This design comes from an exercise in tuning for small area, a short achievable clock period and few clock cycles per item on the open sky130 flow, not from production work.
Where RTL was checked, it was by simulation tests only, not by an equivalence proof against the original.
For run 1, only the layout was checked, not whether the RTL still works.
Power figures rest on the tool's default switching activity, not on a simulated workload.

$ cat flow/config.mk
export PLATFORM = sky130hd
export DESIGN_NAME = vpu_int_pipe
export DESIGN_NICKNAME = vpu_int_pipe
export VERILOG_FILES = /design/flow/design.v
export SDC_FILE = /design/flow/constraint.sdc
export NUM_CORES = 4
export LEC_CHECK = 0
export CAP_MARGIN = 20
export CORE_MARGIN = 2
export CORE_UTILIZATION = 40
export SETUP_SLACK_MARGIN = 3.0
export SLEW_MARGIN = 20
export TNS_END_PERCENT = 5
$ cat flow/design.v
module vpu_int_pipe #(
  parameter int LANES = 8,
  parameter int LW    = 16,
  parameter int RW    = 32
) (
  input  logic                clk,
  input  logic                rst,
  input  logic                flush,
  input  logic                in_valid,
  output logic                in_ready,
  input  logic [3:0]          op,
  input  logic [LANES*LW-1:0] vs1,
  input  logic [LANES*LW-1:0] vs2,
  input  logic [LANES-1:0]    mask,
  output logic                out_valid,
  input  logic                out_ready,
  output logic [LANES*LW-1:0] vd,
  output logic [RW-1:0]       rd
);
  localparam int SW   = $clog2(LW);
  localparam int SUMW = LW + $clog2(LANES);   
  localparam int NP   = LANES / 2;            
  localparam logic [3:0] OP_ADD  = 4'd0;
  localparam logic [3:0] OP_SUB  = 4'd1;
  localparam logic [3:0] OP_AND  = 4'd2;
  localparam logic [3:0] OP_OR   = 4'd3;
  localparam logic [3:0] OP_XOR  = 4'd4;
  localparam logic [3:0] OP_MAX  = 4'd5;
  localparam logic [3:0] OP_MIN  = 4'd6;
  localparam logic [3:0] OP_SLL  = 4'd7;
  localparam logic [3:0] OP_SRL  = 4'd8;
  localparam logic [3:0] OP_SRA  = 4'd9;
  localparam logic [3:0] OP_CGE  = 4'd10;
  localparam logic [3:0] OP_CLT  = 4'd11;
  localparam logic [3:0] OP_CEQ  = 4'd12;
  localparam logic [3:0] OP_CNE  = 4'd13;
  localparam logic [3:0] OP_RSUM = 4'd14;
  localparam logic [3:0] OP_RMAX = 4'd15;
  function automatic logic [1:0] sge_eq(input logic [LW-1:0] x, input logic [LW-1:0] y);
    logic [LW-1:0] gt, eq;
    gt = x & ~y;
    eq = ~(x ^ y);
    gt[LW-1] = ~x[LW-1] & y[LW-1];
    for (int k = 1; k < LW; k = k * 2)
      for (int i = 0; i < LW; i = i + 2 * k) begin
        gt[i] = gt[i + k] | (eq[i + k] & gt[i]);
        eq[i] = eq[i + k] & eq[i];
      end
    sge_eq = {gt[0] | eq[0], eq[0]};
  endfunction
  function automatic logic sge(input logic [LW-1:0] x, input logic [LW-1:0] y);
    logic [LW-1:0] gt, eq;
    gt = x & ~y;
    eq = ~(x ^ y);
    gt[LW-1] = ~x[LW-1] & y[LW-1];
    for (int k = 1; k < LW; k = k * 2)
      for (int i = 0; i < LW; i = i + 2 * k) begin
        gt[i] = gt[i + k] | (eq[i + k] & gt[i]);
        eq[i] = eq[i + k] & eq[i];
      end
    sge = gt[0] | eq[0];
  endfunction
  logic                s1_full, s2_free, s1_adv, accept;
  logic [3:0]          s1_op;
  logic                s1_cin;      
  logic [LANES*LW-1:0] s1_a, s1_x, x_in;
  logic [LANES-1:0]    s1_mask;
  logic [LANES*LW-1:0] res_vd;
  logic [SUMW-1:0]     res_rd;      
  logic                res_rd_hi;   
  logic [SUMW-1:0]     s2_rd;
  logic                s2_rd_hi;
  assign s2_free  = !out_valid || out_ready;
  assign s1_adv   = s1_full && s2_free;
  assign in_ready = !s1_full || s2_free;
  assign accept   = in_valid && in_ready && !flush;
  always_ff @(posedge clk or negedge rst) begin
    if (!rst) begin
      s1_full   <= 1'b0;
      out_valid <= 1'b0;
    end else begin
      s1_full   <= !flush && (accept || (s1_full && !s1_adv));
      out_valid <= !flush && (s2_free ? s1_full : out_valid);
    end
  end
  always_ff @(posedge clk) begin
    if (in_ready) begin
      s1_op   <= op;
      s1_cin  <= sub_in;
      s1_a    <= vs1;
      s1_x    <= x_in;
      s1_mask <= mask;
    end
  end
  always_ff @(posedge clk) begin
    if (s2_free) begin
      vd       <= res_vd;
      s2_rd    <= res_rd;
      s2_rd_hi <= res_rd_hi;
    end
  end
  assign rd = {{(RW-SUMW){s2_rd_hi}}, s2_rd};
  logic [LANES*LW-1:0] x_lane;
  logic                sub_in;
  assign sub_in = (op == OP_SUB) || (op == OP_MAX) || (op == OP_MIN) ||
                  ((op >= OP_CGE) && (op <= OP_CNE));
  logic [LANES*LW-1:0] x_red;
  for (genvar gi = 0; gi < LANES; gi++) begin : g_in
    logic [LW-1:0] a, b, x, y, shr, xl;
    logic [SW-1:0] sh;
    assign a  = vs1[LW*gi +: LW];
    assign b  = vs2[LW*gi +: LW];
    assign sh = b[SW-1:0];
    always_comb begin
      for (int i = 0; i < LW; i++) x[i] = (op == OP_SLL) ? a[LW-1-i] : a[i];
      y = $signed({(op == OP_SRA) & a[LW-1], x}) >>> sh;
      for (int i = 0; i < LW; i++) shr[i] = (op == OP_SLL) ? y[LW-1-i] : y[i];
    end
    always_comb begin
      case (op)
        OP_ADD:                xl = b;
        OP_AND:                xl = a & b;
        OP_OR:                 xl = a | b;
        OP_XOR:                xl = a ^ b;
        OP_SLL, OP_SRL, OP_SRA: xl = shr;
        default:               xl = ~b;   
      endcase
    end
    assign x_lane[LW*gi +: LW] = xl;
  end
  logic [SUMW-1:0] t [3*LANES];
  always_comb begin
    int n, base;
    for (int i = 0; i < LANES; i++)
      t[i] = SUMW'({!(mask[i] & vs1[LW*i+LW-1]), vs1[LW*i +: LW-1] & {(LW-1){mask[i]}}});
    for (int i = LANES; i < 3 * LANES; i++) t[i] = '0;
    n = LANES;
    base = 0;
    for (int j = 0; j < LANES - 4; j++) begin
      logic [SUMW-1:0] s3, c3;
      s3 = t[base] ^ t[base + 1] ^ t[base + 2];
      c3 = ((t[base] & t[base + 1]) | (t[base] & t[base + 2]) | (t[base + 1] & t[base + 2])) << 1;
      t[base + n]     = s3;
      t[base + n + 1] = c3;
      base = base + 3;
      n = n - 1;
    end
  end
  logic [NP*LW-1:0] cand_in;
  always_comb begin
    for (int k = 0; k < NP; k++) begin
      logic pick;
      pick = mask[2*k+1] &
             (!mask[2*k] || !sge(vs1[LW*(2*k) +: LW], vs1[LW*(2*k+1) +: LW]));
      cand_in[LW*k +: LW] = pick ? vs1[LW*(2*k+1) +: LW] : vs1[LW*(2*k) +: LW];
    end
  end
  always_comb begin
    x_red = '0;
    if (op == OP_RSUM)
      for (int i = 0; i < 4; i++) x_red[SUMW*i +: SUMW] = t[3*(LANES-4) + i];
    else
      x_red[NP*LW-1:0] = cand_in;
  end
  assign x_in = (op >= OP_RSUM) ? x_red : x_lane;
  logic s1_lane, s1_arith;
  assign s1_lane  = (s1_op <= OP_SRA);
  assign s1_arith = (s1_op <= OP_SUB);
  logic [LANES-1:0] s1_ge, s1_eq;   
  for (genvar gi = 0; gi < LANES; gi++) begin : g_lane
    logic [LW-1:0] a, x, sum, mm;
    logic [LW+1:0] sum2;
    assign a    = s1_a[LW*gi +: LW];
    assign x    = s1_x[LW*gi +: LW];
    assign sum2 = {1'b0, ~a[LW-1], a[LW-2:0], 1'b1} + {1'b0, ~x[LW-1], x[LW-2:0], s1_cin};
    assign sum  = sum2[LW:1];
    assign s1_ge[gi] = sum2[LW+1];
    assign s1_eq[gi] = &(a ^ x);
    assign mm  = ((s1_op == OP_MAX) ^ s1_ge[gi]) ? ~x : a;
    assign res_vd[LW*gi +: LW] = !(s1_mask[gi] && s1_lane) ? a :
                                 s1_arith ? sum :
                                 (s1_op == OP_MAX || s1_op == OP_MIN) ? mm : x;
  end
  logic [SUMW-1:0] r0, r1, r2, r3, q0, q1, rsum;
  assign r0   = s1_x[0 +: SUMW];
  assign r1   = s1_x[SUMW +: SUMW];
  assign r2   = s1_x[2*SUMW +: SUMW];
  assign r3   = s1_x[3*SUMW +: SUMW];
  assign q0   = r0 ^ r1 ^ r2;
  assign q1   = ((r0 & r1) | (r0 & r2) | (r1 & r2)) << 1;
  assign rsum = (q0 ^ q1 ^ r3) + (((q0 & q1) | (q0 & r3) | (q1 & r3)) << 1);
  logic [LW-1:0] cand [NP];
  logic [NP-1:0] cv, win;
  logic [LW-1:0] rmax;
  always_comb begin
    logic cge [NP][NP];
    for (int k = 0; k < NP; k++) begin
      cand[k] = s1_x[LW*k +: LW];
      cv[k]   = s1_mask[2*k] | s1_mask[2*k+1];
    end
    for (int i = 0; i < NP; i++)
      for (int j = i + 1; j < NP; j++)
        cge[i][j] = sge(cand[i], cand[j]);
    for (int i = 0; i < NP; i++) begin
      win[i] = cv[i];
      for (int j = 0; j < i; j++)      win[i] = win[i] & (!cv[j] | !cge[j][i]);
      for (int j = i + 1; j < NP; j++) win[i] = win[i] & (!cv[j] | cge[i][j]);
    end
    rmax = '0;
    for (int i = 0; i < NP; i++) rmax = rmax | (cand[i] & {LW{win[i]}});
  end
  always_comb begin
    res_rd    = '0;
    res_rd_hi = 1'b0;
    if (s1_op == OP_RSUM) begin
      res_rd    = {~rsum[SUMW-1], rsum[SUMW-2:0]};
      res_rd_hi = ~rsum[SUMW-1];
    end else if (s1_op == OP_RMAX) begin
      res_rd    = SUMW'($signed(rmax));
      res_rd_hi = rmax[LW-1];
    end else if (s1_op == OP_CGE) begin
      res_rd[LANES-1:0] = s1_ge & s1_mask;
    end else if (s1_op == OP_CLT) begin
      res_rd[LANES-1:0] = ~s1_ge & s1_mask;
    end else if (s1_op == OP_CEQ) begin
      res_rd[LANES-1:0] = s1_eq & s1_mask;
    end else if (s1_op == OP_CNE) begin
      res_rd[LANES-1:0] = ~s1_eq & s1_mask;
    end
  end
endmodule
$ cat flow/constraint.sdc
create_clock -name core_clock -period 6.0 [get_ports {clk}]
set_input_delay 1.2000 -clock core_clock [delete_from_list [all_inputs] [get_ports {clk}]]
set_output_delay 1.2000 -clock core_clock [all_outputs]
set_load 0.01 [all_outputs]
$ cat flow/run.sh
#!/bin/bash
# synth_recipe.tcl (not shown) runs the flow's synth.tcl, then flattens the netlist and writes it again
# the make line also repeats each setting of config.mk as NAME=value (left out here)
make -C /OpenROAD-flow-scripts/flow DESIGN_CONFIG=/design/flow/config.mk WORK_HOME=/design/flow/orfs CLKGATE_MAP_FILE= SYNTH_SCRIPT=/design/flow/synth_recipe.tcl finish
==> results of run 1 <==
[cells by family (layout without fill, tap and decap cells)]
kind of cell,count (synthesis),count (layout)
xor+xnor,125,125
other cells,0,19
mux,427,427
fa+ha+maj,670,670
simple gates,1541,1545
compound gates,2000,2005
buf+inv,806,1434
flops,418,418
[power by group through the flow]
stage                     Combinational (W)  Clock [W]  Sequential [W]
after floorplan                     0.00430          0         0.00407
after global placement              0.00674          0         0.00429
after detailed placement            0.00680          0         0.00430
after CTS                           0.00743    0.00331         0.00413
after global routing                0.00880    0.00341         0.00409
final                               0.00835    0.00329         0.00408
[final timing paths]
kind,start,endpoint,depth (start not counted)
setup / recovery,vs2[64],s1_x[79],8
hold / removal,s1_a[74],vd[74],2
setup reg to reg,s1_x[2],s2_rd[7],14
hold reg to reg,s1_a[74],vd[74],2
max in group asynchronous,rst,out_valid,1
min in group asynchronous,rst,s1_full,1
[stage by stage]
step	power [W]	instances
floorplan	0.00837	5987
global placement	0.0110	7965
detailed placement	0.0111	7965
CTS	0.0149	8204
global route	0.0163	8375
finish	0.0157	8385
[timing repair]
| action | CTS | global route |
|---|---|---|
| setup endpoints to repair | 290 | 290 |
| gates cloned | 12 | 7 |
| setup buffers | 131 | 155 |
| resized for setup | 458 | 352 |
| pin swaps | 67 | 56 |
[cell usage after synthesis, types with 99 or more instances]
cell type / number
nand2_1: 586
mux4_2: 111
clkbuf_1: 291
nor2_1: 404
a21o_1: 114
ha_1: 563
mux2i_1: 294
inv_1: 393
o21ai_0: 387
edfxtp_1: 416
fa_1: 107
nand3_1: 107
a21oi_1: 415
o211ai_1: 151
a211oi_1: 99
[worst max-delay path, delay by kind of cell]
family | cells | cell delay, ns
muxes | 3 | 1.18
buffers and inverters | 2 | 1.15
AOI/OAI and AO/OA | 2 | 0.87
and+or+nand+nor | 1 | 0.09
[area by class of cell]
class,instances,share of cell area
multi-input combinational,4772,0.586
sequential,418,0.191
timing repair buffer,927,0.139
tap,1742,0.0332
inverter,410,0.0250
clock buffer,60,0.0203
clock inverter,36,0.00569
antenna,19,0.000723
timing repair inverter,1,0.0000761
[placed cells by master (no fill, tap or decap), types with 49 or more instances in the layout]
master	n
a31oi_1	67
a221oi_1	65
a21oi_1	390
clkdlybuf4s50_1	308
a22oi_1	55
o221ai_1	57
o211ai_1	151
inv_1	361
mux2i_1	269
buf_4	379
and2_1	70
nand2_1	580
buf_12	49
a211oi_1	88
a21o_1	113
clkbuf_16	53
o22ai_1	56
nor2_1	389
mux4_2	111
ha_1	526
o21ai_0	360
and3_1	57
edfxtp_1	416
buf_6	58
xnor2_1	83
nand3_1	100
fa_1	104
nor3_1	92
[state kept, by name, indices dropped and copies added, names as in the netlist]
register   cells
s1_a         128
s1_x         128
vd           128
s2_rd         18
s1_mask        8
s1_op          4
out_valid      1
s1_cin         1
s1_full        1
s2_rd_hi       1
[routing by layer]
metal	GRT usage	share of wire
met4	0.201	0.066
met3	0.163	0.16
met5	0.00214	0.00049
met2	0.525	0.39
met1	0.518	0.38
==> results by group, run 1 <==
Worst setup path
  • WP data required: 6.42 ns
  • Worst-path maximum fanout: 12
  • Flop-to-flop setup slack: 1.95 ns
  • Crit. End Element: flop
  • Setup CP Type: in -> reg
  • CP most frequent cell: mux2i_1
  • CP arrival: 4.51 ns
  • Cells along the critical path: clkdlybuf4s50_1 > inv_1 > mux4_2 > mux2i_1 > mux2i_1 > a21oi_1 > nor2_1 > o221a_2
  • Largest stage delay, worst path: 0.64 ns
  • Slowest cell on the critical path: inv_1
  • Worst Setup Start Kind: input pin

Die
  • Die area: 134,000 sq um
  • Die height: 366 microns
  • Ports: 435
  • Row cnt: 132
  • Starting Density: 0.404
  • Core ar.: 130,000 sq um
  • Die W: 366 microns

Hold path
  • Hold crit path type: reg -> reg

Power
  • Net switching power figure: 0.00680 W
  • Combinational share of power: 0.531
  • Clk pwr share: 0.209
  • VDD IR-drop max: 0.240 mV
  • Sw Share: 0.433
  • Leakage Power: 27.2 nW
  • Sequential power share: 0.259
  • Power per cell area: 239 nW/um^2
  • P_int: 0.00892 W

Logic synthesis
  • Post-Synth Simple-Gate Area: 0.133
  • Ys flop type: edfxtp_1
  • Post-Synth XOR/XNOR Area: 0.0209
  • Synth cell types: 90
  • Area contributors post-synth: edfxtp_1, ha_1, mux2i_1
  • Largest family of logic cells by synthesized area: compound AO/OA/AOI/OAI gates
  • Post-synth EDFFs: 416
  • Flops & latches, synth: 418
  • Cell Area, Synth: 52,500 sq um
  • Mapped Cells: 5,987
  • Post-synthesis sequential area ratio: 0.239
  • Post-synthesis mux area share: 0.109
  • Adder-Cell Fraction of Synth Area: 0.175
  • Yosys top cell by area: edfxtp_1
  • Compound-Gate Fraction of Synth Area: 0.261
  • Syn. warnings: 4
  • Post-synth top area share: 0.238
  • Async S/R FF share, synth: 0.00478
  • Mean Syn Cell Area: 8.77 sq um
  • Syn nets: 6,930

Status
  • Status: no timing/DRC/antenna violations

GRT
  • Global-route usage over all layers: 0.387
  • Largest net degree at the start of global routing: 159
  • Antenna violations before repair: 33
  • Grt total ovfl: 0
  • First-pass GRT wire length: 381,000 microns
  • Vias in the first global route: 51,900

Timing
  • Final Slew Violations: 0
  • F_max: 0.244 GHz
  • Final min period: 4.09 ns
  • Count of final hold-check violations: 0
  • Finish-stage setup viols: 0
  • Fin worst setup slack: 1.91 ns
  • Sum Neg Setup Slack: 0 ns
  • Hold Worst Slack: 0.622 ns
  • Clock skew: 0.0251 ns
  • Final clock period utilization by the worst path: 0.682
  • RSZ-0062 raised after global routing: true
  • Rel. slew slack: 0.245
  • Least-Margin Pin Slew: 1.13 ns

Cells and area
  • Area of the multi-input gates: 38,500 sq um
  • Final nets: 7,525
  • Area Overhead vs Synth: 25.2%
  • Share of layout cells above drive strength 1: 0.170
  • Fill count: 12,200
  • Fin util: 0.506
  • Design area: 65,700 sq um
  • Sequential Area: 12,500 sq um

CTS
  • Latest clock arrival within the worst-skew pair: 0.70 ns
  • Num CTS Buffers: 52
  • Root Driver: clkbuf_16
  • CTS max path bufs: 3
  • CTS H-tree lvls: 2
  • # hold bufs at CTS: 0
  • CTS tree: built
  • Reg clk slew, reported paths: 0.06 ns
  • CTS sink cnt: 418

Placed design
  • Final GP Congestion: 1.05
  • IO buf count: 434
  • DP HPWL: 198,000 microns
  • Pre-CTS setup slack: 0.750 ns
  • Dpl cell area: 59,200 sq um

Route
  • Initial DRC count: 9,451
  • Vias post-DR: 57,300
  • Via density: 6.84
  • DR pass1 iterations: 10
  • Post-route ant nets: 0
  • Detailed Route WL: 277,000 microns
  • Residual DRC: 0
  • WL per Instance: 33.0 microns

Flow run
  • MaxCap Viol Count: 0
==> run 2, diff against run 1 <==
--- a/flow/design.v
+++ b/flow/design.v
@@ -63,5 +63,5 @@
   logic                s1_full, s2_free, s1_adv, accept;
   logic [3:0]          s1_op;
-  logic                s1_cin;      
+  logic                s1_sub;
   logic [LANES*LW-1:0] s1_a, s1_x, x_in;
   logic [LANES-1:0]    s1_mask;
@@ -87,5 +87,5 @@
     if (in_ready) begin
       s1_op   <= op;
-      s1_cin  <= sub_in;
+      s1_sub  <= (op == OP_SUB);
       s1_a    <= vs1;
       s1_x    <= x_in;
@@ -102,7 +102,4 @@
   assign rd = {{(RW-SUMW){s2_rd_hi}}, s2_rd};
   logic [LANES*LW-1:0] x_lane;
-  logic                sub_in;
-  assign sub_in = (op == OP_SUB) || (op == OP_MAX) || (op == OP_MIN) ||
-                  ((op >= OP_CGE) && (op <= OP_CNE));
   logic [LANES*LW-1:0] x_red;
   for (genvar gi = 0; gi < LANES; gi++) begin : g_in
@@ -120,9 +117,10 @@
       case (op)
         OP_ADD:                xl = b;
+        OP_SUB:                xl = ~b;
         OP_AND:                xl = a & b;
         OP_OR:                 xl = a | b;
         OP_XOR:                xl = a ^ b;
         OP_SLL, OP_SRL, OP_SRA: xl = shr;
-        default:               xl = ~b;   
+        default:               xl = b;   
       endcase
     end
@@ -147,19 +145,14 @@
     end
   end
-  logic [NP*LW-1:0] cand_in;
-  always_comb begin
-    for (int k = 0; k < NP; k++) begin
-      logic pick;
-      pick = mask[2*k+1] &
-             (!mask[2*k] || !sge(vs1[LW*(2*k) +: LW], vs1[LW*(2*k+1) +: LW]));
-      cand_in[LW*k +: LW] = pick ? vs1[LW*(2*k+1) +: LW] : vs1[LW*(2*k) +: LW];
-    end
-  end
+  logic [NP-1:0] pick_in, s1_pick;
+  always_comb begin
+    for (int k = 0; k < NP; k++)
+      pick_in[k] = mask[2*k+1] &
+                   (!mask[2*k] || !sge(vs1[LW*(2*k) +: LW], vs1[LW*(2*k+1) +: LW]));
+  end
+  always_ff @(posedge clk) if (in_ready) s1_pick <= pick_in;
   always_comb begin
     x_red = '0;
-    if (op == OP_RSUM)
-      for (int i = 0; i < 4; i++) x_red[SUMW*i +: SUMW] = t[3*(LANES-4) + i];
-    else
-      x_red[NP*LW-1:0] = cand_in;
+    for (int i = 0; i < 4; i++) x_red[SUMW*i +: SUMW] = t[3*(LANES-4) + i];
   end
   assign x_in = (op >= OP_RSUM) ? x_red : x_lane;
@@ -170,12 +163,11 @@
   for (genvar gi = 0; gi < LANES; gi++) begin : g_lane
     logic [LW-1:0] a, x, sum, mm;
-    logic [LW+1:0] sum2;
+    logic [LW:0]   sum1;
     assign a    = s1_a[LW*gi +: LW];
     assign x    = s1_x[LW*gi +: LW];
-    assign sum2 = {1'b0, ~a[LW-1], a[LW-2:0], 1'b1} + {1'b0, ~x[LW-1], x[LW-2:0], s1_cin};
-    assign sum  = sum2[LW:1];
-    assign s1_ge[gi] = sum2[LW+1];
-    assign s1_eq[gi] = &(a ^ x);
-    assign mm  = ((s1_op == OP_MAX) ^ s1_ge[gi]) ? ~x : a;
+    assign sum1 = {a, 1'b1} + {x, s1_sub};
+    assign sum  = sum1[LW:1];
+    assign {s1_ge[gi], s1_eq[gi]} = sge_eq(a, x);
+    assign mm  = ((s1_op == OP_MAX) ^ s1_ge[gi]) ? x : a;
     assign res_vd[LW*gi +: LW] = !(s1_mask[gi] && s1_lane) ? a :
                                  s1_arith ? sum :
@@ -196,5 +188,5 @@
     logic cge [NP][NP];
     for (int k = 0; k < NP; k++) begin
-      cand[k] = s1_x[LW*k +: LW];
+      cand[k] = s1_pick[k] ? s1_a[LW*(2*k+1) +: LW] : s1_a[LW*(2*k) +: LW];
       cv[k]   = s1_mask[2*k] | s1_mask[2*k+1];
     end
--- a/flow/config.mk
+++ b/flow/config.mk
@@ -7,7 +7,8 @@
 export LEC_CHECK = 0
 export CAP_MARGIN = 20
-export CORE_MARGIN = 2
-export CORE_UTILIZATION = 40
-export SETUP_SLACK_MARGIN = 3.0
+export CORE_AREA = 2.3 2.72 357.88 356.32
+export CTS_BUF_LIST = sky130_fd_sc_hd__clkbuf_8
+export DIE_AREA = 0 0 360.11 360.11
+export SETUP_SLACK_MARGIN = 2.5
 export SLEW_MARGIN = 20
 export TNS_END_PERCENT = 5
==> run 2 against run 1 <==
  * Still clean
  * Critical path depth is 5 higher
  * Clock-buffer cell count is 24 higher
  * Clock power is 5% lower
==> results by group, run 2 <==
Status
  • Status: no timing/DRC/antenna violations

Die
  • Starting Density: 0.396
  • Core ar.: 126,000 sq um
  • Die W: 360 microns
  • Ports: 435
  • Die height: 360 microns
  • Row cnt: 130
  • Die area: 130,000 sq um

Timing
  • Final Slew Violations: 0
  • Final min period: 4.09 ns
  • Finish-stage setup viols: 0
  • F_max: 0.245 GHz
  • Least-Margin Pin Slew: 1.13 ns
  • Rel. slew slack: 0.246
  • Clock skew: 0.0711 ns
  • Final clock period utilization by the worst path: 0.681
  • RSZ-0062 raised after global routing: true
  • Sum Neg Setup Slack: 0 ns
  • Count of final hold-check violations: 0

Route
  • Residual DRC: 0
  • Post-route ant nets: 0
  • WL per Instance: 32.4 microns
  • Via density: 6.51
  • Vias post-DR: 49,300
  • Initial DRC count: 7,089
  • Detailed Route WL: 245,000 microns
  • DR pass1 iterations: 6

Worst setup path
  • WP data required: 6.52 ns
  • Worst r2r src: s1_x[2]
  • Worst-path maximum fanout: 3
  • Worst Setup Start Kind: flop
  • Setup CP Type: reg -> reg
  • Reg2reg end: s2_rd_hi
  • FF-to-FF path depth: 13
  • Flop-to-flop setup slack: 1.91 ns
  • Crit. End Element: flop
  • CP arrival: 4.61 ns

GRT
  • First-pass GRT wire length: 342,000 microns
  • Met1 usage: 0.503
  • Global Route met3 Usage: 0.0935
  • Global-route usage over all layers: 0.363
  • Met2 Usage GRT: 0.531
  • Grt total ovfl: 0
  • Most Crowded Layer GR: met2
  • Antenna violations before repair: 36
  • Largest net degree at the start of global routing: 153
  • Vias in the first global route: 45,800

CTS
  • Num CTS Buffers: 82
  • CTS tree: built
  • Reg clk slew, reported paths: 0.07 ns
  • CTS H-tree lvls: 3
  • Root Driver: clkbuf_8
  • # hold bufs at CTS: 0
  • Latest clock arrival within the worst-skew pair: 0.85 ns
  • CTS max path bufs: 3
  • CTS sink cnt: 422

Logic synthesis
  • Post-synthesis sequential area ratio: 0.254
  • Synth cell types: 96
  • Syn nets: 6,506
  • Post-synth top area share: 0.253
  • Cell Area, Synth: 49,800 sq um
  • Most common cell in the netlist: ha_1
  • Mean Syn Cell Area: 9.16 sq um
  • Async S/R FF share, synth: 0.00474
  • Ys flop type: edfxtp_1
  • Yosys top cell by area: edfxtp_1
  • Post-synth EDFFs: 420
  • Flops & latches, synth: 422
  • Mapped Cells: 5,443
  • Syn. warnings: 4
  • Commonest cells in the netlist: ha_1, inv_1, edfxtp_1, nand2_1, a21oi_1
  • Area contributors post-synth: edfxtp_1, ha_1, mux2i_1

Cells and area
  • Biggest regs: s1_a x128, s1_x x128, vd x128
  • Final non-filler cell total: 7,577
  • Commonest non-fill, non-tap cell in the layout: ha_1
  • Share of layout cells above drive strength 1: 0.105
  • Area Overhead vs Synth: 18.6%
  • Final nets: 6,912
  • Fill count: 12,000
  • Most frequent cells in the layout: ha_1, inv_1, clkdlybuf4s50_1

Power
  • Power per cell area: 252 nW/um^2
  • Total Power: 0.0149 W
  • Leakage Power: 25.2 nW
  • VDD IR-drop max: 0.284 mV

Placed design
  • Final GP Congestion: 1.01
  • IO buf count: 434
  • DP HPWL: 189,000 microns
  • Dpl cells: 7,331

Hold path
  • Hold crit path type: in -> async

Flow run
  • MaxCap Viol Count: 0
[run 2: worst max-delay path, cell delays in order (launching register included)]
cell and delay, ns:
edfxtp_1 0.57, fa_1 0.57, inv_2 0.04, fa_1 0.54
inv_2 0.05, ha_4 0.22, a211oi_4 0.23, o21ai_2 0.10
a211o_1 0.34, a2111oi_4 0.32, nor3_2 0.10, a31oi_2 0.24
xnor2_2 0.17, a21o_1 0.25
[run 2: area by class of cell]
type                    instances  area (sq um)  share of cell area
well taps                    1650          2060              0.0349
diodes                         15          37.5            0.000635
multi-input cells            4150         34500               0.583
clock inverters                63           489             0.00827
flip-flops and latches        422         12700               0.214
inverters                     548          2080              0.0351
repair buffers                645          6170               0.104
clock buffers                  84          1160              0.0196
[run 2: how the worst max path moves through the flow]
stage	start	endpoint	slack [ns]
after detailed placement	op[0]	s1_x[53]	0.68
after global routing	s1_x[2]	s2_rd_hi	1.93
after CTS	s1_x[2]	s2_rd_hi	1.94
final	s1_x[2]	s2_rd_hi	1.91
after global placement	op[0]	s1_x[70]	0.78
after floorplan	out_ready	s2_rd[0]	1.98
[run 2: metrics by stage]
step	hold slack [ns]	cell area, sq um	setup WS (ns)	util
after floorplan	0.545	49900	1.98	-
after global placement	0.632	56000	0.784	0.446
after detailed placement	0.643	56000	0.683	0.446
after CTS	0.522	58700	1.94	0.466
after global routing	0.555	59100	1.93	0.470
final	0.583	59100	1.91	0.470
[run 2: what timing repair did]
| item | CTS | global route |
|---|---|---|
| pin swaps | 26 | 20 |
| buffers inserted | 54 | 26 |
| cloned | 2 | 2 |
| resized for setup | 128 | 60 |
| setup endpoints to repair | 260 | 267 |
[run 2: layer usage]
metal / part of all wire / vias to the layer above
li1: - / 21200
met1: 0.41 / 24300
met2: 0.42 / 3252
met3: 0.12 / 543
met4: 0.047 / 18
met5: 0.00050 / -
[run 2: logic make-up after synthesis]
family	synth area share
muxes	0.100
DFF	0.254
xor gates and xnor gates	0.0244
AOI/OAI and AO/OA	0.222
and+or+nand+nor	0.114
buffers and inverters	0.0705
adders and majority gates	0.214
[run 2: power by group]
part           internal, W  switching [W]
sequential         0.00370       0.000501
clock              0.00161        0.00149
combinational      0.00309        0.00449
total              0.00841        0.00649
Testbench counts of run 2, summed over its fixed seeds: cycles 16,016, items 16,000.
==> run 3, diff against run 2 <==
--- a/flow/config.mk
+++ b/flow/config.mk
@@ -10,5 +10,5 @@
 export CTS_BUF_LIST = sky130_fd_sc_hd__clkbuf_8
 export DIE_AREA = 0 0 360.11 360.11
-export SETUP_SLACK_MARGIN = 2.5
+export SETUP_SLACK_MARGIN = 2.0
 export SLEW_MARGIN = 20
 export TNS_END_PERCENT = 5
==> run 3 against run 2 <==
  * Still clean on timing, DRC and antenna
  * Non-clock buffer count decreased by 32
  * Setup slack got worse by 0.26 ns
  * Hold slack improved by 0.0066 ns
  * Sequential share of layout area increased by 0.28 points
  * Wire length decreased by 2.6%
  * Flip-flop and latch count unchanged
  * Critical path type unchanged
==> results by group, run 3 <==
Flow run
  • MaxCap Viol Count: 0

Logic synthesis
  • Syn. warnings: 4
  • Post-synthesis sequential area ratio: 0.254
  • Post-synth top area share: 0.253
  • Syn nets: 6,506
  • Mean Syn Cell Area: 9.16 sq um
  • Yosys top cell by area: edfxtp_1
  • Mapped Cells: 5,443
  • Area contributors post-synth: edfxtp_1, ha_1, mux2i_1
  • Most common cell in the netlist: ha_1
  • Flops & latches, synth: 422
  • Post-synth EDFFs: 420
  • Ys flop type: edfxtp_1
  • Async S/R FF share, synth: 0.00474
  • Synth cell types: 96
  • Commonest cells in the netlist: ha_1, inv_1, edfxtp_1, nand2_1, a21oi_1
  • Cell Area, Synth: 49,800 sq um

GRT
  • Vias in the first global route: 45,200
  • Grt total ovfl: 0
  • Antenna violations before repair: 20
  • Global-route usage over all layers: 0.356
  • First-pass GRT wire length: 336,000 microns
  • Largest net degree at the start of global routing: 139

Cells and area
  • Share of layout cells above drive strength 1: 0.0904
  • Area Overhead vs Synth: 17.1%
  • Commonest non-fill, non-tap cell in the layout: ha_1
  • Most frequent cells in the layout: ha_1, inv_1, clkdlybuf4s50_1
  • Final nets: 6,879
  • Biggest regs: s1_a x128, s1_x x128, vd x128

CTS
  • CTS tree: built
  • Reg clk slew, reported paths: 0.06 ns
  • Latest clock arrival within the worst-skew pair: 0.83 ns
  • CTS sink cnt: 422
  • # hold bufs at CTS: 0
  • CTS H-tree lvls: 3
  • CTS max path bufs: 3
  • Num CTS Buffers: 85
  • Root Driver: clkbuf_8

Power
  • P_int: 0.00822 W
  • Sequential power share: 0.287
  • Combinational share of power: 0.498
  • Sw Share: 0.435
  • Power per cell area: 249 nW/um^2
  • Total Power: 0.0146 W
  • Clk pwr share: 0.214
  • VDD IR-drop max: 0.246 mV
  • Leakage Power: 25.0 nW
  • Net switching power figure: 0.00633 W

Timing
  • Clock skew: 0.0686 ns
  • Rel. slew slack: 0.210
  • F_max: 0.230 GHz
  • Least-Margin Pin Slew: 1.18 ns
  • Finish-stage setup viols: 0
  • Sum Neg Setup Slack: 0 ns
  • Final clock period utilization by the worst path: 0.725
  • Final min period: 4.35 ns
  • RSZ-0062 raised after global routing: true
  • Final Slew Violations: 0
  • Count of final hold-check violations: 0

Route
  • Vias post-DR: 48,600
  • Initial DRC count: 6,396
  • Residual DRC: 0
  • Post-route ant nets: 0
  • DR pass1 iterations: 10
  • WL per Instance: 31.7 microns
  • Detailed Route WL: 239,000 microns
  • Via density: 6.44

Worst setup path
  • Worst-path maximum fanout: 23
  • Flop-to-flop setup slack: 1.65 ns
  • CP arrival: 4.85 ns
  • FF-to-FF path depth: 9
  • Crit. End Element: flop
  • WP data required: 6.49 ns
  • Worst Setup Start Kind: flop
  • Setup CP Type: reg -> reg

Die
  • Die W: 360 microns
  • Starting Density: 0.396
  • Row cnt: 130
  • Ports: 435
  • Core ar.: 126,000 sq um
  • Die area: 130,000 sq um
  • Die height: 360 microns

Placed design
  • Final GP Congestion: 1.03
  • IO buf count: 434
  • DP HPWL: 186,000 microns

Hold path
  • Hold crit path type: in -> async

Status
  • Status: no timing/DRC/antenna violations
[run 3: logic make-up (layout without fill, tap and decap cells)]
logic type | Yosys count | in the layout | share of synthesized area
fa+ha+maj | 790 | 790 | 0.214
flops | 422 | 422 | 0.254
buf+inv | 875 | 1315 | 0.0705
other cells | 0 | 11 | 0
compound gates | 1627 | 1627 | 0.222
xor+xnor | 139 | 139 | 0.0244
mux | 367 | 367 | 0.100
simple gates | 1223 | 1223 | 0.114
[run 3: cell type report]
class	instances	area [sq um]
fillers	12100	67400
multi-input cells	4146	34000
flip-flops and latches	422	12700
repair buffers	613	5850
inverters	548	2070
well taps	1650	2060
clock buffers	88	1210
clock inverters	66	477
diodes	11	27.5
[run 3: what timing repair did]
| item | CTS | global route |
|---|---|---|
| gates cloned | 0 | 0 |
| endpoints found under the setup margin | 119 | 186 |
| resized for setup | 48 | 34 |
| setup buffers | 31 | 26 |
| pin swaps | 6 | 13 |
[run 3: final timing paths]
check	startpoint	to
min in group core_clock	s1_a[122]	vd[122]
max in group asynchronous	rst	out_valid
setup / recovery	s1_x[59]	vd[56]
setup reg to reg	s1_x[59]	vd[56]
hold / removal	rst	s1_full
hold reg to reg	s1_a[122]	vd[122]
[run 3: worst max-delay path, stage by stage, from the launching register on]
cell and delay, ns:
edfxtp_1 0.59, inv_1 0.26, ha_1 0.44, nand4_1 0.18, nor4_1 0.45, nand4_1 0.41
o2111ai_2 0.32, mux2i_1 0.37, nand2_2 0.40, o21ai_1 0.61
[run 3: per-stage QoR]
| step | utilization | cell area (sq um) | hold WS (ns) | std cells | worst slack (ns) |
|---|---|---|---|---|---|
| CTS | 0.461 | 58000 | 0.514 | 7507 | 1.84 |
| finish | 0.464 | 58400 | 0.590 | 7544 | 1.65 |
| global placement | 0.445 | 56000 | 0.636 | 7322 | 0.894 |
| detailed placement | 0.445 | 56000 | 0.644 | 7322 | 0.880 |
| global route | 0.464 | 58300 | 0.567 | 7535 | 1.76 |
| floorplan | - | 49900 | 0.544 | 5443 | 1.64 |
[run 3: power by group through the flow]
| stage | clock [W] | combinational (W) | sequential [W] |
|---|---|---|---|
| 2_1_floorplan | 0 | 0.00402 | 0.00404 |
| 3_3_place_gp | 0 | 0.00657 | 0.00428 |
| 3_5_place_dp | 0 | 0.00659 | 0.00428 |
| 4_1_cts | 0.00316 | 0.00681 | 0.00418 |
| 5_1_grt | 0.00327 | 0.00770 | 0.00420 |
| 6_report | 0.00312 | 0.00725 | 0.00418 |
[run 3: per-layer routing]
metal,wire length (microns),track usage,up-vias
met1,101000,0.500,23800
met3,26500,0.0814,545
met2,99500,0.518,3074
met5,115,0,-
met4,12100,0.162,18
li1,-,-,21100
==> run 4, diff against run 3 <==
--- a/flow/config.mk
+++ b/flow/config.mk
@@ -7,8 +7,8 @@
 export LEC_CHECK = 0
 export CAP_MARGIN = 20
-export CORE_AREA = 2.3 2.72 357.88 356.32
+export CORE_AREA = 2.3 2.72 330.7 329.2
 export CTS_BUF_LIST = sky130_fd_sc_hd__clkbuf_8
-export DIE_AREA = 0 0 360.11 360.11
-export SETUP_SLACK_MARGIN = 2.0
+export DIE_AREA = 0 0 333.0 333.0
+export SETUP_SLACK_MARGIN = 2.5
 export SLEW_MARGIN = 20
 export TNS_END_PERCENT = 5
==> run 4 against run 3 <==
  * Sequential share of layout area shrank 0.28 points
  * Clock-buffer cell count shrank 3
  * Area after synthesis is the same
  * Critical path depth grew 2
  * Largest power group unchanged
  * Highest routed layer unchanged
==> results by group, run 4 <==
Timing
  • Count of final hold-check violations: 0
  • RSZ-0062 raised after global routing: true
  • Least-Margin Pin Slew: 1.23 ns
  • Final Slew Violations: 0
  • Sum Neg Setup Slack: 0 ns
  • F_max: 0.249 GHz
  • Rel. slew slack: 0.182
  • Finish-stage setup viols: 0
  • Clock skew: 0.0541 ns
  • Final min period: 4.01 ns
  • Final clock period utilization by the worst path: 0.669
  • Fin worst setup slack: 1.99 ns

Worst setup path
  • CP most frequent cell: fa_1
  • Crit. End Element: flop
  • Setup CP Type: reg -> reg
  • Crit path from: s1_x[48]
  • WP data required: 6.47 ns
  • Worst Setup Start Kind: flop
  • CP arrival: 4.49 ns
  • Largest stage delay, worst path: 0.58 ns
  • Slowest cell on the critical path: fa_1
  • Worst r2r src: s1_x[48]
  • Cells along the critical path: fa_1 > fa_1 > ha_4 > a211oi_4 > o21ai_2 > a211o_1 > a2111oi_4 > nor3_2 > a31oi_2 > xnor2_2 > a21o_1
  • Top delay family on crit path: compound AO/OA/AOI/OAI gates
  • Worst-path maximum fanout: 5
  • Critical path buffer and inverter count: 0

Logic synthesis
  • Synth cell types: 96
  • Yosys top cell by area: edfxtp_1
  • Ys flop type: edfxtp_1
  • Syn nets: 6,506
  • Async S/R FF share, synth: 0.00474
  • Mean Syn Cell Area: 9.16 sq um
  • Post-synth top area share: 0.253
  • Syn. warnings: 4
  • Flops & latches, synth: 422
  • Most common cell in the netlist: ha_1
  • Cell Area, Synth: 49,800 sq um
  • Post-synth EDFFs: 420
  • Area contributors post-synth: edfxtp_1, ha_1, mux2i_1
  • Mapped Cells: 5,443
  • Post-synthesis sequential area ratio: 0.254
  • Commonest cells in the netlist: ha_1, inv_1, edfxtp_1, nand2_1, a21oi_1

CTS
  • Num CTS Buffers: 84
  • Latest clock arrival within the worst-skew pair: 0.77 ns
  • CTS max path bufs: 3
  • Reg clk slew, reported paths: 0.07 ns
  • CTS tree: built
  • CTS sink cnt: 422
  • Root Driver: clkbuf_8
  • CTS H-tree lvls: 3

Route
  • Residual DRC: 0
  • Post-route ant nets: 0
  • Detailed Route WL: 238,000 microns
  • Vias post-DR: 49,300
  • DR pass1 iterations: 8
  • WL per Instance: 32.5 microns
  • Initial DRC count: 6,940
  • Via density: 6.72

GRT
  • Antenna violations before repair: 26
  • First-pass GRT wire length: 336,000 microns
  • Global-route usage over all layers: 0.417
  • Largest net degree at the start of global routing: 155
  • Grt total ovfl: 0
  • Vias in the first global route: 46,000

Power
  • VDD IR-drop max: 0.281 mV
  • Leakage Power: 25.3 nW
  • Power per cell area: 256 nW/um^2
  • Total Power: 0.0151 W

Cells and area
  • Most frequent cells in the layout: ha_1, inv_1, clkdlybuf4s50_1
  • Share of layout cells above drive strength 1: 0.110
  • Area Overhead vs Synth: 18.6%
  • Biggest regs: s1_a x128, s1_x x128, vd x128
  • Commonest non-fill, non-tap cell in the layout: ha_1
  • Fin util: 0.552
  • Final nets: 6,916

Die
  • Die W: 333 microns
  • Die area: 111,000 sq um
  • Die height: 333 microns
  • Starting Density: 0.466
  • Ports: 435
  • Row cnt: 120
  • Core ar.: 107,000 sq um

Placed design
  • IO buf count: 434
  • Pre-CTS setup slack: 0.806 ns
  • Final GP Congestion: 1.06
  • DP HPWL: 182,000 microns

Flow run
  • MaxCap Viol Count: 0

Hold path
  • Hold crit path type: reg -> reg
  • Min-delay src: s1_a[127]

Status
  • Status: no timing/DRC/antenna violations
## run 4: cell counts after synthesis
Identical to the previous run, type by type.
## run 4: final cells by class
class	instances	area, sq um
Clock buffer	85	1170
Inverter	548	2070
Timing Repair Buffer	647	6240
Antenna cell	9	22.5
Fill cell	9852	47900
Clock inverter	69	616
Sequential cell	422	12700
Tap cell	1403	1760
Multi-Input combinational cell	4150	34600
## run 4: what timing repair did
item                       4_1_cts  5_1_grt
hold buffers                     0        0
setup endpoints to repair      242      268
resized for setup              149       60
buffers inserted                64       28
cloned                           4        0
pin swaps                       39        8
## run 4: logic make-up after synthesis
kind of cell | share of synthesized area
compound gates | 0.222
simple gates | 0.114
mux | 0.100
flops | 0.254
buf+inv | 0.0705
xor+xnor | 0.0244
fa+ha+maj | 0.214
## run 4: tightest hold or removal path, cell delays in order, from the launching register on
cell	delay, ns
edfxtp_1	0.36
nand2_1	0.05
o221ai_1	0.08
## run 4: stage by stage
step	hold WS (ns)	std cells	cell area [sq um]
global route	0.613	7325	59100
floorplan	0.545	5443	49900
global placement	0.616	7074	55700
detailed placement	0.616	7074	55700
finish	0.631	7333	59100
CTS	0.579	7296	58600
## run 4: path summary, 6_finish.rpt
| path | endpoint | slack [ns] | cells past startpoint |
|---|---|---|---|
| min in group asynchronous | s1_full | 0.64 | 1 |
| worst max-delay path | s2_rd_hi | 1.99 | 11 |
| worst min-delay path | vd[127] | 0.63 | 2 |
| worst max register to register | s2_rd_hi | 1.99 | 11 |
| worst min register to register | vd[127] | 0.63 | 2 |
| max in group asynchronous | out_valid | 5.23 | 1 |
## run 4: layer usage
layer / GRT usage / up-vias / wire length, microns
met3: 0.104 / 645 / 28700
li1: - / 21200 / -
met5: 0.00174 / - / 128
met1: 0.583 / 24100 / 98000
met2: 0.594 / 3352 / 97000
met4: 0.209 / 18 / 14200
## run 4: power breakdown
group / leakage, nW / internal [W] / switching, W
Sequential: 4.52 / 0.00370 / 0.000472
Combinational: 19.8 / 0.00311 / 0.00453
Clock: 0.944 / 0.00178 / 0.00152
Total: 25.3 / 0.00859 / 0.00653
==> run 5, diff against run 4 <==
--- a/flow/design.v
+++ b/flow/design.v
@@ -104,23 +104,14 @@
   logic [LANES*LW-1:0] x_red;
   for (genvar gi = 0; gi < LANES; gi++) begin : g_in
-    logic [LW-1:0] a, b, x, y, shr, xl;
-    logic [SW-1:0] sh;
-    assign a  = vs1[LW*gi +: LW];
-    assign b  = vs2[LW*gi +: LW];
-    assign sh = b[SW-1:0];
-    always_comb begin
-      for (int i = 0; i < LW; i++) x[i] = (op == OP_SLL) ? a[LW-1-i] : a[i];
-      y = $signed({(op == OP_SRA) & a[LW-1], x}) >>> sh;
-      for (int i = 0; i < LW; i++) shr[i] = (op == OP_SLL) ? y[LW-1-i] : y[i];
-    end
+    logic [LW-1:0] a, b, xl;
+    assign a = vs1[LW*gi +: LW];
+    assign b = vs2[LW*gi +: LW];
     always_comb begin
       case (op)
-        OP_ADD:                xl = b;
-        OP_SUB:                xl = ~b;
-        OP_AND:                xl = a & b;
-        OP_OR:                 xl = a | b;
-        OP_XOR:                xl = a ^ b;
-        OP_SLL, OP_SRL, OP_SRA: xl = shr;
-        default:               xl = b;   
+        OP_SUB:  xl = ~b;
+        OP_AND:  xl = a & b;
+        OP_OR:   xl = a | b;
+        OP_XOR:  xl = a ^ b;
+        default: xl = b;   
       endcase
     end
@@ -162,5 +153,5 @@
   logic [LANES-1:0] s1_ge, s1_eq;   
   for (genvar gi = 0; gi < LANES; gi++) begin : g_lane
-    logic [LW-1:0] a, x, sum, mm;
+    logic [LW-1:0] a, x, sum, mm, sx, sy, shr;
     logic [LW:0]   sum1;
     assign a    = s1_a[LW*gi +: LW];
@@ -170,7 +161,16 @@
     assign {s1_ge[gi], s1_eq[gi]} = sge_eq(a, x);
     assign mm  = ((s1_op == OP_MAX) ^ s1_ge[gi]) ? x : a;
-    assign res_vd[LW*gi +: LW] = !(s1_mask[gi] && s1_lane) ? a :
-                                 s1_arith ? sum :
-                                 (s1_op == OP_MAX || s1_op == OP_MIN) ? mm : x;
+    always_comb begin
+      for (int i = 0; i < LW; i++) sx[i] = (s1_op == OP_SLL) ? a[LW-1-i] : a[i];
+      sy = $signed({(s1_op == OP_SRA) & a[LW-1], sx}) >>> x[SW-1:0];
+      for (int i = 0; i < LW; i++) shr[i] = (s1_op == OP_SLL) ? sy[LW-1-i] : sy[i];
+    end
+    always_comb begin
+      if (!(s1_mask[gi] && s1_lane))               res_vd[LW*gi +: LW] = a;
+      else if (s1_arith)                           res_vd[LW*gi +: LW] = sum;
+      else if (s1_op == OP_MAX || s1_op == OP_MIN) res_vd[LW*gi +: LW] = mm;
+      else if (s1_op >= OP_SLL)                    res_vd[LW*gi +: LW] = shr;
+      else                                         res_vd[LW*gi +: LW] = x;
+    end
   end
   logic [SUMW-1:0] r0, r1, r2, r3, q0, q1, rsum;
--- a/flow/config.mk
+++ b/flow/config.mk
@@ -7,7 +7,7 @@
 export LEC_CHECK = 0
 export CAP_MARGIN = 20
-export CORE_AREA = 2.3 2.72 330.7 329.2
+export CORE_AREA = 2.3 2.72 357.88 356.32
 export CTS_BUF_LIST = sky130_fd_sc_hd__clkbuf_8
-export DIE_AREA = 0 0 333.0 333.0
+export DIE_AREA = 0 0 360.11 360.11
 export SETUP_SLACK_MARGIN = 2.5
 export SLEW_MARGIN = 20
==> run 5 against run 4 <==
  * Still clean on timing, DRC and antenna
  * Clock-buffer cell count decreased by 4
  * Setup slack got worse by 0.028 ns
  * Global-route usage decreased by 1.7 points
  * Area after synthesis increased by 5.0%
  * Final cell count increased by 11%
  * Combinational power increased by 3.5%
  * Synthesized cell count increased by 7.3%
  * Power increased by 0.43%
  * Largest cell class unchanged
==> results by group, run 5 <==
Worst setup path
  • Crit path from: s1_x[62]
  • FF-to-FF path depth: 12
  • Instance count on the critical path: 12
  • Flop-to-flop setup slack: 1.96 ns
  • Crit. End Element: flop
  • Worst Setup Start Kind: flop
  • Worst r2r src: s1_x[62]
  • Top delay family on crit path: compound AO/OA/AOI/OAI gates
  • Cells along the critical path: inv_1 > ha_1 > nand4_1 > o41ai_2 > a221o_1 > a21oi_1 > xnor2_1 > buf_4 > mux2i_1 > a221oi_1 > a21oi_1 > o21ai_0
  • CP arrival: 4.55 ns
  • WP data required: 6.51 ns
  • CP most frequent cell: a21oi_1
  • Setup CP Type: reg -> reg
  • Largest stage delay, worst path: 0.74 ns
  • Critical path buffer and inverter count: 2
  • Slowest cell on the critical path: edfxtp_1
  • Worst-path maximum fanout: 15
  • Reg2reg end: vd[50]

Timing
  • Sum Neg Setup Slack: 0 ns
  • Least-Margin Pin Slew: 1.21 ns
  • Final min period: 4.04 ns
  • Rel. slew slack: 0.188
  • Finish-stage setup viols: 0
  • F_max: 0.247 GHz
  • Fin worst setup slack: 1.96 ns
  • RSZ-0062 raised after global routing: true
  • Count of final hold-check violations: 0
  • Clock skew: 0.0709 ns
  • Final Slew Violations: 0
  • Final clock period utilization by the worst path: 0.673

Cells and area
  • Commonest non-fill, non-tap cell in the layout: ha_1
  • Final nets: 7,474
  • Biggest regs: s1_a x128, s1_x x128, vd x128
  • Final non-filler cell total: 8,141
  • Sequential Area: 12,700 sq um
  • Fill count: 11,700
  • Share of layout cells above drive strength 1: 0.138
  • Area Overhead vs Synth: 21.4%
  • Most frequent cells in the layout: ha_1, a21oi_1, inv_1
  • Area of the multi-input gates: 36,800 sq um

Logic synthesis
  • Syn nets: 6,905
  • Async S/R FF share, synth: 0.00474
  • Synth cell types: 90
  • Mean Syn Cell Area: 8.95 sq um
  • Commonest cells in the netlist: ha_1, a21oi_1, inv_1, nor2_1, edfxtp_1
  • Syn. warnings: 4
  • Yosys top cell by area: edfxtp_1
  • Post-synth EDFFs: 420
  • Post-synth top area share: 0.241
  • Ys flop type: edfxtp_1
  • Cell Area, Synth: 52,300 sq um
  • Area contributors post-synth: edfxtp_1, ha_1, a21oi_1
  • Post-synthesis sequential area ratio: 0.242
  • Flops & latches, synth: 422
  • Most common cell in the netlist: ha_1
  • Mapped Cells: 5,842

Placed design
  • DP HPWL: 202,000 microns
  • Pre-CTS setup slack: 0.806 ns
  • Dpl cells: 7,746
  • Final GP Congestion: 1.05
  • IO buf count: 434

Route
  • Via density: 6.66
  • DR top layer: met5
  • Vias post-DR: 54,200
  • Post-route ant nets: 0
  • Detailed Route WL: 269,000 microns
  • Residual DRC: 0
  • Initial DRC count: 8,486
  • WL per Instance: 33.0 microns
  • Met1 WL: 105,000 microns
  • DR pass1 iterations: 14
  • Met3 Routed Length: 36,600 microns
  • Met2 wire length: 110,000 microns

GRT
  • Grt total ovfl: 0
  • Largest net degree at the start of global routing: 161
  • Vias in the first global route: 50,600
  • First-pass GRT wire length: 375,000 microns
  • Antenna violations before repair: 29
  • Global-route usage over all layers: 0.399

Hold path
  • Hold crit path type: in -> async

CTS
  • CTS sink cnt: 422
  • Reg clk slew, reported paths: 0.07 ns
  • # hold bufs at CTS: 0
  • CTS tree: built
  • CTS H-tree lvls: 3
  • Root Driver: clkbuf_8
  • CTS max path bufs: 3
  • Num CTS Buffers: 81
  • Latest clock arrival within the worst-skew pair: 0.83 ns

Die
  • Die height: 360 microns
  • Die area: 130,000 sq um
  • Die W: 360 microns
  • Core ar.: 126,000 sq um
  • Ports: 435
  • Row cnt: 130
  • Starting Density: 0.416

Power
  • Power per cell area: 239 nW/um^2
  • VDD IR-drop max: 0.159 mV
  • Leakage Power: 27.3 nW

Status
  • Status: no timing/DRC/antenna violations

Flow run
  • MaxCap Viol Count: 0
run 5: cell types whose count changed after synthesis, moves of 33 or more:
cell,change
a21oi_1,+253
nor2_1,+115
a22oi_1,-88
clkbuf_1,+65
a222oi_1,+56
mux2i_1,-54
o22ai_1,-51
o211ai_1,-49
mux4_2,+47
mux2_2,+33
run 5: per-stage QoR:
step | total power [W] | hold slack [ns] | utilization | cell area, sq um
final | 0.0152 | 0.566 | 0.505 | 63500
after global routing | 0.0158 | 0.564 | 0.505 | 63500
after CTS | 0.0148 | 0.498 | 0.497 | 62500
after detailed placement | 0.0112 | 0.639 | 0.469 | 58900
after global placement | 0.0112 | 0.637 | 0.469 | 58900
after floorplan | 0.00834 | 0.610 | - | 52300
run 5: kinds of logic after synthesis:
logic type | share of synthesized area
buffers and inverters | 0.0711
multiplexers | 0.109
adder cells (fa/ha/maj) | 0.204
AND/OR/NAND/NOR | 0.114
flip-flops | 0.242
AO/OA/AOI/OAI | 0.234
XOR/XNOR | 0.0254
run 5: cell type report:
| class | count | area share |
|---|---|---|
| Multi-Input combinational cell | 4480 | 0.579 |
| Sequential cell | 422 | 0.199 |
| Timing Repair Buffer | 861 | 0.128 |
| Inverter | 565 | 0.0340 |
| Tap cell | 1650 | 0.0325 |
| Clock buffer | 81 | 0.0176 |
| Clock inverter | 70 | 0.00894 |
| Antenna cell | 12 | 0.000473 |
run 5: how the worst max path moves through the flow:
stage	end
after global placement	s2_rd[6]
final	vd[50]
after detailed placement	s2_rd[6]
after global routing	vd[124]
after CTS	s2_rd[16]
after floorplan	s2_rd[0]
run 5: metal layers:
layer / up-vias / track usage
li1: 23000 / -
met1: 26400 / 0.538
met2: 4040 / 0.573
met3: 739 / 0.120
met4: 18 / 0.211
met5: - / 0
run 5: repair_timing:
action,CTS,global route
buffers inserted,156,68
resized for setup,120,73
pin swaps,39,17
endpoints found under the setup margin,162,205
gates cloned,6,1
run 5: worst register-to-register path, stage by stage, from the launching register on:
cell and delay (ns):
edfxtp_1 0.74, inv_1 0.12, ha_1 0.37, nand4_1 0.28, o41ai_2 0.50, a221o_1 0.21
a21oi_1 0.11, xnor2_1 0.26, buf_4 0.28, mux2i_1 0.21, a221oi_1 0.10, a21oi_1 0.34
o21ai_0 0.21
run 5: power breakdown:
group | total, W | internal (W) | switching (W)
clock network | 0.00315 | 0.00163 | 0.00152
logic | 0.00791 | 0.00327 | 0.00464
registers | 0.00412 | 0.00364 | 0.000480
total | 0.0152 | 0.00854 | 0.00664
Testbench counts of run 5, summed over its fixed seeds: cycles 16,016, items 16,000.

## separate check: timing with driven ports
No port has a modelled driver above. Below, the same layouts with a new extraction and two added sets of constraints. Step 1, drivers: a clkbuf_16 drives clk and a buf_2 each remaining input, both assumed. Step 2 times the ports against the registers' clock, not the clock port: input delays grow and output delays shrink by t, the midpoint of the rising clock arrivals with the driver on. Three values: ideal ports, drivers, drivers and shift; two values: the first two.
| run | t (ns) | setup slack, ns | worst setup path after step 2 | latest minus earliest clock arrival (ns) | cell pins on the clock port's net |
|---|---|---|---|---|---|
| run 1 | 0.760 | 1.905 / 1.867 / 1.107 | input to register | 0.026 / 0.027 | 1 |
| run 2 | 0.881 | 1.912 / 1.912 / 1.203 | input to register | 0.080 / 0.080 | 1 |
| run 3 | 0.873 | 1.647 / 1.647 / 1.225 | input to register | 0.069 / 0.069 | 1 |
| run 4 | 0.816 | 1.987 / 1.987 / 1.314 | input to register | 0.060 / 0.060 | 1 |
| run 5 | 0.863 | 1.959 / 1.959 / 1.276 | input to register | 0.077 / 0.077 | 1 |
After both steps every run listed still meets setup and hold. For run 1, which loses most, drivers alone change the setup slack by -0.038 ns; drivers and shift together by -0.798 ns.
